This is an optimization exercise on Yosys and OpenROAD, whose aim is small area, a short achievable clock period and few clock cycles per item, not a production implementation.
Only simulation tests tie the RTL to the original design; equivalence was not proved.
Power is estimated from default activity; no workload was simulated.

==> job 260 <==
Design pifo_top, start of the top module:
module pifo_top (
    input  wire                 i_clk,
    input  wire                 i_arst_n,
    input  wire                 i_push,
    input  wire                 i_pop,
    input  pifo_pkg::rank_t     i_rank,
    input  pifo_pkg::payload_t  i_payload,
    output logic                o_ready,
    output logic                o_full,
    output logic                o_empty,
    output logic                o_pop_valid,
    output pifo_pkg::rank_t     o_pop_rank,
    output pifo_pkg::payload_t  o_pop_payload
);
==> module pifo_host_port, before the edit <==
module pifo_host_port (
    input  wire                 i_clk,
    input  wire                 i_arst_n,
    input  wire                 i_push,
    input  wire                 i_pop,
    input  pifo_pkg::pos_t      i_count,      
    output logic                o_ready,
    output logic                o_full,
    output logic                o_empty,
    output logic                o_push_acc,
    output logic                o_pop_acc
);
    localparam int PW = pifo_pkg::POS_W;
    logic full_d;
    logic empty_d;
    assign o_ready = 1'b1;                
    assign o_pop_acc  = i_pop & ~o_empty;
    assign o_push_acc = i_push & ~i_pop & ~o_full;
    always_comb begin
        full_d  = o_full;
        empty_d = o_empty;
        if (o_pop_acc) begin
            full_d  = 1'b0;
            empty_d = (i_count == PW'(1));
        end else if (o_push_acc) begin
            full_d  = (i_count == PW'(pifo_pkg::CAPACITY - 1));
            empty_d = 1'b0;
        end
    end
    always_ff @(posedge i_clk) begin
        o_full  <= i_arst_n & full_d;
        o_empty <= ~i_arst_n | empty_d;
    end
endmodule
==> flow/config.mk <==
export PLATFORM = sky130hd
export DESIGN_NAME = pifo_top
export DESIGN_NICKNAME = pifo_top
export VERILOG_FILES = /design/flow/design.v
export SDC_FILE = /design/flow/constraint.sdc
export NUM_CORES = 4
export LEC_CHECK = 0
export ABC_AREA = 1
export CAP_MARGIN = 20
export CELL_PAD_IN_SITES_DETAIL_PLACEMENT = 1
export CORE_MARGIN = 2
export CORE_UTILIZATION = 40
export CTS_CLUSTER_DIAMETER = 80
export CTS_CLUSTER_SIZE = 20
export PLACE_DENSITY = 0.5
export SETUP_SLACK_MARGIN = 4.5
export SLEW_MARGIN = 20
==> flow/constraint.sdc <==
create_clock -name core_clock -period 7.0 [get_ports {i_clk}]
set_input_delay 1.4000 -clock core_clock [delete_from_list [all_inputs] [get_ports {i_clk}]]
set_output_delay 1.4000 -clock core_clock [all_outputs]
set_load 0.01 [all_outputs]
run.sh (not shown) runs the stock make flow with config.mk's settings and CLKGATE_MAP_FILE= SYNTH_SCRIPT=/design/flow/synth_recipe.tcl, a recipe that flattens the netlist after the stock synthesis.
==> inputs of job 5919, as changes to job 260 <==
==> flow/design.v (replaced) <==
`default_nettype none
package pifo_pkg;
    localparam int RANK_W    = 4;
    localparam int PAYLOAD_W = 8;
    localparam int CAPACITY  = 126;
    localparam int POS_W     = 7;             
    localparam int NRANK     = 15;            
    typedef logic [RANK_W-1:0]    rank_t;      
    typedef logic [PAYLOAD_W-1:0] payload_t;
    typedef logic [POS_W-1:0]     pos_t;
endpackage
`default_nettype wire
`timescale 1ns/100ps
`default_nettype none
module pifo_host_port (
    input  wire                 i_clk,
    input  wire                 i_arst_n,
    input  wire                 i_push,
    input  wire                 i_pop,
    input  pifo_pkg::pos_t      i_count,      
    output logic                o_ready,
    output logic                o_full,
    output logic                o_empty,
    output logic                o_push_acc,
    output logic                o_pop_acc
);
    localparam int PW = pifo_pkg::POS_W;
    logic nonempty_q;
    assign o_ready = 1'b1;                
    assign o_empty = ~nonempty_q;
    assign o_pop_acc  = i_pop & nonempty_q;
    assign o_push_acc = i_push & ~i_pop & ~o_full;
    always_ff @(posedge i_clk or negedge i_arst_n) begin
        if (!i_arst_n) begin
            o_full     <= 1'b0;
            nonempty_q <= 1'b0;
        end else if (o_pop_acc) begin
            o_full     <= 1'b0;
            nonempty_q <= (i_count != PW'(1));
        end else if (o_push_acc) begin
            o_full     <= (i_count == PW'(pifo_pkg::CAPACITY - 1));
            nonempty_q <= 1'b1;
        end
    end
endmodule
`default_nettype wire
`timescale 1ns/100ps
`default_nettype none
module pifo_level_ram (
    input  wire                 i_clk,
    input  wire                 i_pop,
    input  wire [15:0]          i_hi_lt,    
    input  wire [15:0]          i_hi_eq,    
    input  wire [7:0]           i_lo_le,    
    input  wire [7:0]           i_lo_eq,    
    input  pifo_pkg::payload_t  i_payload,
    output pifo_pkg::payload_t  o_head
);
    localparam int N  = pifo_pkg::CAPACITY;
    localparam int DW = pifo_pkg::PAYLOAD_W;
    logic [N*DW-1:0] mem_q;
    logic [N:0]      ge;       
    assign ge[0] = 1'b0;       
    for (genvar i = 0; i < N; i++) begin : g_ent
        logic [DW-1:0] up;     
        logic [DW-1:0] down;   
        logic eq;              
        assign ge[i+1] = i_hi_lt[(i+1) / 8] | (i_hi_eq[(i+1) / 8] & i_lo_le[(i+1) % 8]);
        assign eq      = i_hi_eq[(i+1) / 8] & i_lo_eq[(i+1) % 8];
        if (i == 0) begin : g_first
            assign up = i_payload;
        end else begin : g_mid
            assign up = mem_q[(i-1)*DW +: DW];
        end
        if (i == N - 1) begin : g_last
            assign down = mem_q[i*DW +: DW];
        end else begin : g_inner
            assign down = mem_q[(i+1)*DW +: DW];
        end
        logic          sel_hold;
        logic          sel_up;
        logic          sel_in;
        logic [DW-1:0] d;
        assign sel_up   = ge[i+1] & ~eq;
        assign sel_in   = eq;
        assign sel_hold = ~i_pop & ~ge[i+1];
        assign d = ({DW{sel_hold}} & mem_q[i*DW +: DW])
                 | ({DW{i_pop}}    & down)
                 | ({DW{sel_up}}   & up)
                 | ({DW{sel_in}}   & i_payload);
        always_ff @(posedge i_clk)
            mem_q[i*DW +: DW] <= d;
    end
    assign o_head = mem_q[DW-1:0];
endmodule
`default_nettype wire
`timescale 1ns/100ps
`default_nettype none
module pifo_level (
    input  wire                 i_clk,
    input  wire                 i_arst_n,
    input  wire                 i_push,
    input  wire                 i_pop,
    input  pifo_pkg::rank_t     i_rank,
    output pifo_pkg::pos_t      o_count,      
    output pifo_pkg::rank_t     o_min_rank,   
    input  wire                 i_push_q,
    input  pifo_pkg::rank_t     i_rank_q,
    output logic [15:0]         o_hi_lt,      
    output logic [15:0]         o_hi_eq,      
    output logic [7:0]          o_lo_le,      
    output logic [7:0]          o_lo_eq       
);
    localparam int PW = pifo_pkg::POS_W;
    localparam int NR = pifo_pkg::NRANK;
    logic [NR*PW-1:0] bnd_q;
    logic [NR-1:0]    nz;
    logic [PW-1:0]    pos;        
    for (genvar k = 0; k < NR; k++) begin : g_bnd
        logic [PW-1:0] b;
        logic [PW-1:0] b_inc;
        logic [PW-1:0] b_dec;
        logic          at_or_above;
        assign b           = bnd_q[k*PW +: PW];
        assign b_inc       = b + 1'b1;
        assign b_dec       = b - 1'b1;
        assign nz[k]       = (b != '0);
        assign at_or_above = (i_rank <= pifo_pkg::RANK_W'(k));
        always_ff @(posedge i_clk or negedge i_arst_n) begin
            if (!i_arst_n)
                bnd_q[k*PW +: PW] <= '0;
            else if (i_push && at_or_above)
                bnd_q[k*PW +: PW] <= b_inc;
            else if (i_pop && nz[k])
                bnd_q[k*PW +: PW] <= b_dec;
        end
    end
    assign o_count = bnd_q[(NR-1)*PW +: PW];
    always_comb begin
        o_min_rank = pifo_pkg::RANK_W'(NR);
        for (int k = NR - 1; k >= 0; k--)
            if (nz[k])
                o_min_rank = pifo_pkg::RANK_W'(k);
    end
    always_comb begin
        pos = bnd_q[(NR-1)*PW +: PW];
        for (int k = 0; k < NR; k++)
            if (i_rank_q == pifo_pkg::RANK_W'(k))
                pos = bnd_q[k*PW +: PW];
    end
    always_ff @(posedge i_clk) begin
        for (int h = 0; h < 16; h++) begin
            o_hi_lt[h] <= i_push_q & (pos[6:3] < 4'(h));
            o_hi_eq[h] <= i_push_q & (pos[6:3] == 4'(h));
        end
        for (int l = 0; l < 8; l++) begin
            o_lo_le[l] <= (pos[2:0] <= 3'(l));
            o_lo_eq[l] <= (pos[2:0] == 3'(l));
        end
    end
endmodule
`default_nettype wire
`timescale 1ns/100ps
`default_nettype none
module pifo_pop_out (
    input  wire                 i_clk,
    input  wire                 i_arst_n,
    input  wire                 i_capture,
    input  pifo_pkg::rank_t     i_rank,
    input  pifo_pkg::payload_t  i_payload,
    output logic                o_pop_valid,
    output pifo_pkg::rank_t     o_pop_rank,
    output pifo_pkg::payload_t  o_pop_payload
);
    always_ff @(posedge i_clk or negedge i_arst_n) begin
        if (!i_arst_n)
            o_pop_valid <= 1'b0;
        else
            o_pop_valid <= i_capture;
    end
    always_ff @(posedge i_clk) begin
        o_pop_rank    <= i_rank;
        o_pop_payload <= i_payload;
    end
endmodule
`default_nettype wire
`timescale 1ns/100ps
`default_nettype none
module pifo_top (
    input  wire                 i_clk,
    input  wire                 i_arst_n,
    input  wire                 i_push,
    input  wire                 i_pop,
    input  pifo_pkg::rank_t     i_rank,
    input  pifo_pkg::payload_t  i_payload,
    output logic                o_ready,
    output logic                o_full,
    output logic                o_empty,
    output logic                o_pop_valid,
    output pifo_pkg::rank_t     o_pop_rank,
    output pifo_pkg::payload_t  o_pop_payload
);
    logic                 push_acc;
    logic                 pop_acc;
    pifo_pkg::pos_t       count;
    pifo_pkg::rank_t      min_rank;
    pifo_pkg::payload_t   head;
    logic [15:0]          hi_lt;
    logic [15:0]          hi_eq;
    logic [7:0]           lo_le;
    logic [7:0]           lo_eq;
    logic                 s1_push;
    logic                 s1_pop;
    pifo_pkg::rank_t      s1_rank;        
    pifo_pkg::rank_t      s1_pop_rank;    
    pifo_pkg::payload_t   s1_payload;
    logic                 s2_pop;
    pifo_pkg::rank_t      s2_pop_rank;
    pifo_pkg::payload_t   s2_payload;
    pifo_host_port i_host_port (
        .i_clk      (i_clk),
        .i_arst_n   (i_arst_n),
        .i_push     (i_push),
        .i_pop      (i_pop),
        .i_count    (count),
        .o_ready    (o_ready),
        .o_full     (o_full),
        .o_empty    (o_empty),
        .o_push_acc (push_acc),
        .o_pop_acc  (pop_acc)
    );
    pifo_level i_bounds (
        .i_clk      (i_clk),
        .i_arst_n   (i_arst_n),
        .i_push     (push_acc),
        .i_pop      (pop_acc),
        .i_rank     (i_rank),
        .o_count    (count),
        .o_min_rank (min_rank),
        .i_push_q   (s1_push),
        .i_rank_q   (s1_rank),
        .o_hi_lt    (hi_lt),
        .o_hi_eq    (hi_eq),
        .o_lo_le    (lo_le),
        .o_lo_eq    (lo_eq)
    );
    always_ff @(posedge i_clk or negedge i_arst_n) begin
        if (!i_arst_n) begin
            s1_pop <= 1'b0;
            s2_pop <= 1'b0;
        end else begin
            s1_pop <= pop_acc;
            s2_pop <= s1_pop;
        end
    end
    always_ff @(posedge i_clk) begin
        s1_push     <= push_acc;
        s1_rank     <= i_rank;
        s1_pop_rank <= min_rank;
        s1_payload  <= i_payload;
        s2_pop_rank <= s1_pop_rank;
        s2_payload  <= s1_payload;
    end
    pifo_level_ram i_array (
        .i_clk     (i_clk),
        .i_pop     (s2_pop),
        .i_hi_lt   (hi_lt),
        .i_hi_eq   (hi_eq),
        .i_lo_le   (lo_le),
        .i_lo_eq   (lo_eq),
        .i_payload (s2_payload),
        .o_head    (head)
    );
    pifo_pop_out i_pop_out (
        .i_clk         (i_clk),
        .i_arst_n      (i_arst_n),
        .i_capture     (s2_pop),
        .i_rank        (s2_pop_rank),
        .i_payload     (head),
        .o_pop_valid   (o_pop_valid),
        .o_pop_rank    (o_pop_rank),
        .o_pop_payload (o_pop_payload)
    );
endmodule
`default_nettype wire
- ABC_AREA: 1 -> default
- CELL_PAD_IN_SITES_DETAIL_PLACEMENT: 1 -> default
- CTS_CLUSTER_DIAMETER: 80 -> default
- CTS_CLUSTER_SIZE: 20 -> default
- PLACE_DENSITY: 0.5 -> default
- SETUP_SLACK_MARGIN: 4.5 -> 4.4
==> inputs of job 1918, as changes to job 260 <==
--- a/flow/design.v
+++ b/flow/design.v
@@ -20,30 +20,41 @@
     input  pifo_pkg::pos_t      i_count,      
     output logic                o_ready,
     output logic                o_full,
     output logic                o_empty,
     output logic                o_push_acc,
     output logic                o_pop_acc
 );
     localparam int PW = pifo_pkg::POS_W;
+    logic full_q;
+    logic empty_q;
     logic full_d;
     logic empty_d;
     assign o_ready = 1'b1;                
-    assign o_pop_acc  = i_pop & ~o_empty;
-    assign o_push_acc = i_push & ~i_pop & ~o_full;
+    assign o_pop_acc  = i_pop & ~empty_q;
+    assign o_push_acc = i_push & ~i_pop & ~full_q;
     always_comb begin
-        full_d  = o_full;
-        empty_d = o_empty;
+        full_d  = full_q;
+        empty_d = empty_q;
         if (o_pop_acc) begin
             full_d  = 1'b0;
             empty_d = (i_count == PW'(1));
         end else if (o_push_acc) begin
             full_d  = (i_count == PW'(pifo_pkg::CAPACITY - 1));
             empty_d = 1'b0;
+        end
+    end
+    always_ff @(posedge i_clk or negedge i_arst_n) begin
+        if (!i_arst_n) begin
+            full_q  <= 1'b0;
+            empty_q <= 1'b1;
+        end else begin
+            full_q  <= full_d;
+            empty_q <= empty_d;
         end
     end
     always_ff @(posedge i_clk) begin
         o_full  <= i_arst_n & full_d;
         o_empty <= ~i_arst_n | empty_d;
     end
 endmodule
 `default_nettype wire
- CORE_UTILIZATION: 40 -> 60
- PLACE_DENSITY: 0.5 -> 0.68
==> notes <==
Job 260 finished with timing, DRC and antenna clean. Job 5919 finished with timing, DRC and antenna clean. Job 1918 completed without violations.
Routed wire length, highest first: job 1918, job 260, job 5919.
Sequential power is about the same in job 5919 and job 260.
Die area: job 5919 > job 260 > job 1918.
Cell count: job 260 is higher than job 1918 (about 7%).
Testbench counts of job 260, summed over its fixed seeds: cycles 48,009, ops 48,000.
Testbench counts of job 5919, summed over its fixed seeds: cycles 48,016, ops 48,000.
Testbench counts of job 1918, summed over its fixed seeds: cycles 48,009, ops 48,000.

-- what the ideal ports hide --
The flow's constraints put no driver on any port. The routed layouts listed below were extracted and timed again, unchanged, in two steps. Step 1: set_driving_cell puts a clkbuf_16 on i_clk and a buf_2 on each other input, an assumption about the parent block. Step 2 times the ports against the registers' clock, not the clock port: input delays grow and output delays shrink by t, the midpoint of the rising clock arrivals with the driver on. Three values: ideal, step 1, step 2; two values: the first two.
run	t, ns	setup WS [ns]	hold WS [ns]
job 260	0.741	4.453 / 4.378 / 3.767	0.338 / 0.338 / 0.338
job 5919	0.836	3.540 / 3.573 / 2.737	0.326 / 0.326 / 0.326
job 1918	0.744	3.781 / 3.781 / 3.225	0.317 / 0.317 / 0.317
After both steps setup and hold are still met in every run listed. The setup slack of job 5919, which loses most, moves by +0.033 ns with the drivers and by -0.803 ns with both steps.
